From an optimization exercise on the open Yosys and OpenROAD flow, aimed at small area; shortcuts taken in it are not production practice. The RTL was checked by simulation tests, not by an equivalence proof against the original design. Power and IR drop assume default switching activity.

the previous run:
## eda_fifos
module eda_fifos (
  input  logic                 i_clk,         
  input  logic                 i_rst_n,       
  input  eda_pkg::nbr_mask_t   i_push,        
  input  eda_pkg::nbr_mask_t   i_read_en,     
  input  eda_pkg::nbr_addr_t   i_addrs,       
  output eda_pkg::nbr_mask_t   o_fifo_empty,  
  output eda_pkg::pixel_addr_t o_data_out     
);
clock: 8.0 ns
lec_check: 0
cap_margin: 20
core_margin: 2
core_utilization: 75
setup_slack_margin: 0.2
slew_margin: 20
synth_hierarchical: 1
synth_minimum_keep_size: 0
standard.sh (not shown) runs the stock make flow with config.mk's settings and CLKGATE_MAP_FILE= SYNTH_SCRIPT=/design/flow/synth_recipe.tcl, a recipe that flattens the netlist after the stock synthesis.
==> flow/flow/run.sh <==
#!/bin/bash
# The standard layout (standard.sh), with two changes to the make settings:
#  - port buffers are sky130_fd_sc_hd__buf_1 instead of the default choice;
#  - clock tree: clkbuf_8 buffers, sink clusters of up to 16 within 80 um,
#    and no dummy loads.
# Everything else (synthesis, floorplan, power grid, placement, routing) is
# the standard flow. make's full output goes to flow_make.log here; each
# step's own log is under orfs/logs/.
set -euo pipefail
bash standard.sh \
  BUFFER_PORTS_ARGS="-buffer_cell sky130_fd_sc_hd__buf_1" \
  CTS_ARGS="-sink_clustering_enable -repair_clock_nets -buf_list sky130_fd_sc_hd__clkbuf_8 -sink_clustering_size 16 -sink_clustering_max_diameter 80 -dont_use_dummy_load" \
  finish > flow_make.log 2>&1
Per the final summary, the previous run finished and its layout is clean on timing, DRC and antenna.
Modified inputs, the current run compared to the previous run
==> flow/flow/run.sh <==
#!/bin/bash
# The standard layout (standard.sh), with two changes to the make settings:
#  - port buffers are sky130_fd_sc_hd__buf_1 instead of the default choice;
#  - clock tree: clkbuf_8 buffers, sink clusters of up to 18 within 60 um,
#    and no dummy loads.
# Everything else (synthesis, floorplan, power grid, placement, routing) is
# the standard flow. make's full output goes to flow_make.log here; each
# step's own log is under orfs/logs/.
set -euo pipefail
bash standard.sh \
  BUFFER_PORTS_ARGS="-buffer_cell sky130_fd_sc_hd__buf_1" \
  CTS_ARGS="-sink_clustering_enable -repair_clock_nets -buf_list sky130_fd_sc_hd__clkbuf_8 -sink_clustering_size 18 -sink_clustering_max_diameter 60 -dont_use_dummy_load" \
  finish > flow_make.log 2>&1
### Flow results
The current run went all the way through the flow, and no timing, DRC or antenna check failed.
Comparing the previous run against the current run, there is no change at all in number of I/O pins.
Design area essentially unchanged between the current run and the previous run.
Going from the previous run to the current run, met3 wire length went down 4.7%; wire length decreased by 560 um relative to the old numbers; final net count closely matched the old numbers; highest achievable clock rate +about 0.9%.

========
== run 1 ==
Another version of the RTL of eda_fifos (not shown whole).
Size: ~1500 cells after synthesis, ~800 flip-flops, roughly 29000 sq um of cells after synthesis.
==> flow/config.mk <==
export PLATFORM = sky130hd
export DESIGN_NAME = eda_fifos
export DESIGN_NICKNAME = eda_fifos
export VERILOG_FILES = /design/flow/design.v
export SDC_FILE = /design/flow/constraint.sdc
export NUM_CORES = 4
export LEC_CHECK = 0
export CAP_MARGIN = 20
export CORE_MARGIN = 2
export CORE_UTILIZATION = 40
export SETUP_SLACK_MARGIN = 0.2
export SLEW_MARGIN = 20
export SYNTH_HIERARCHICAL = 1
export SYNTH_MINIMUM_KEEP_SIZE = 0
==> flow/constraint.sdc <==
create_clock -name core_clock -period 8.0 [get_ports {i_clk}]
set_input_delay 1.6000 -clock core_clock [delete_from_list [all_inputs] [get_ports {i_clk}]]
set_output_delay 1.6000 -clock core_clock [all_outputs]
set_load 0.01 [all_outputs]
run.sh (not shown) runs the stock make flow with config.mk's settings and CLKGATE_MAP_FILE= SYNTH_SCRIPT=/design/flow/synth_recipe.tcl, a recipe that flattens the netlist after the stock synthesis.
Stock flow here: none of the scripts above is used.
Inputs modified between run 1 and run 2:
- CTS_CLUSTER_SIZE now 16, previously not set
- CTS_CLUSTER_DIAMETER now 80, previously not set
- CTS_BUF_LIST now sky130_fd_sc_hd__clkbuf_8, previously not set
- CORE_UTILIZATION now 75, was 40
## What came out
- Of run 2 and run 1, the lower die boundary height belongs to run 2.
- | total power | lower: run 2 |
- Run 1 vs run 2, layer with the highest usage after global routing: met1 vs met2
- Run 1 -> run 2: number of instances in the synthesized netlist delta 0, exact match
- Run 2 ended up with reg2out as its category of the most critical setup path; run 1 ended up with in2out.
diff inputs: run 2 => run 3
- CORE_UTILIZATION now 70, was 75
- CTS_CLUSTER_DIAMETER no longer set, was 80
- CTS_BUF_LIST now sky130_fd_sc_hd__clkbuf_4 sky130_fd_sc_hd__clkbuf_8, was sky130_fd_sc_hd__clkbuf_8
- CTS_CLUSTER_SIZE no longer set, was 16
Max fraction of area in non-clock buffers across run 2 and run 3: run 2. Compared to run 2, run 3 has setup slack 0.015 ns higher. Diff run 2 and run 3: count of clock-buffer cells in the layout lower in run 2. Looking at power in the clock group across run 2 and run 3, the one that comes out higher is run 3.

==> separate check: timing with driven ports <==
The results above use ideal ports. As a check the final layouts listed here were re-extracted and re-timed, cells and wires unchanged.
Step 1 sets driving cells, clkbuf_16 on the clock port and buf_2 on the other inputs (assumed; they add their load-dependent delay and slew).
Step 2 adds t to the input delays and takes it off the output delays; t is the mean of the earliest and latest rising clock arrival at the registers after step 1. Input paths then give back, and output paths get back, about the clock's delay inside the block.
Slacks: no drivers / after step 1 / after step 2; pairs: no drivers / after step 1.
| run | t (ns) | setup WS [ns] | worst setup path at the end |
|---|---|---|---|
| the previous run | 0.730 | 1.860 / 1.802 / 2.323 | input to output |
| the current run | 0.703 | 1.917 / 1.861 / 2.406 | input to output |
| run 1 | 0.679 | 1.870 / 1.838 / 1.838 | input to output |
| run 2 | 0.736 | 1.659 / 1.600 / 1.936 | input to output |
| run 3 | 0.752 | 1.674 / 1.623 / 1.903 | input to output |
After both steps setup and hold are still met in every run listed. For run 1, which loses most, drivers alone change the setup slack by -0.032 ns; drivers and shift together by -0.032 ns.
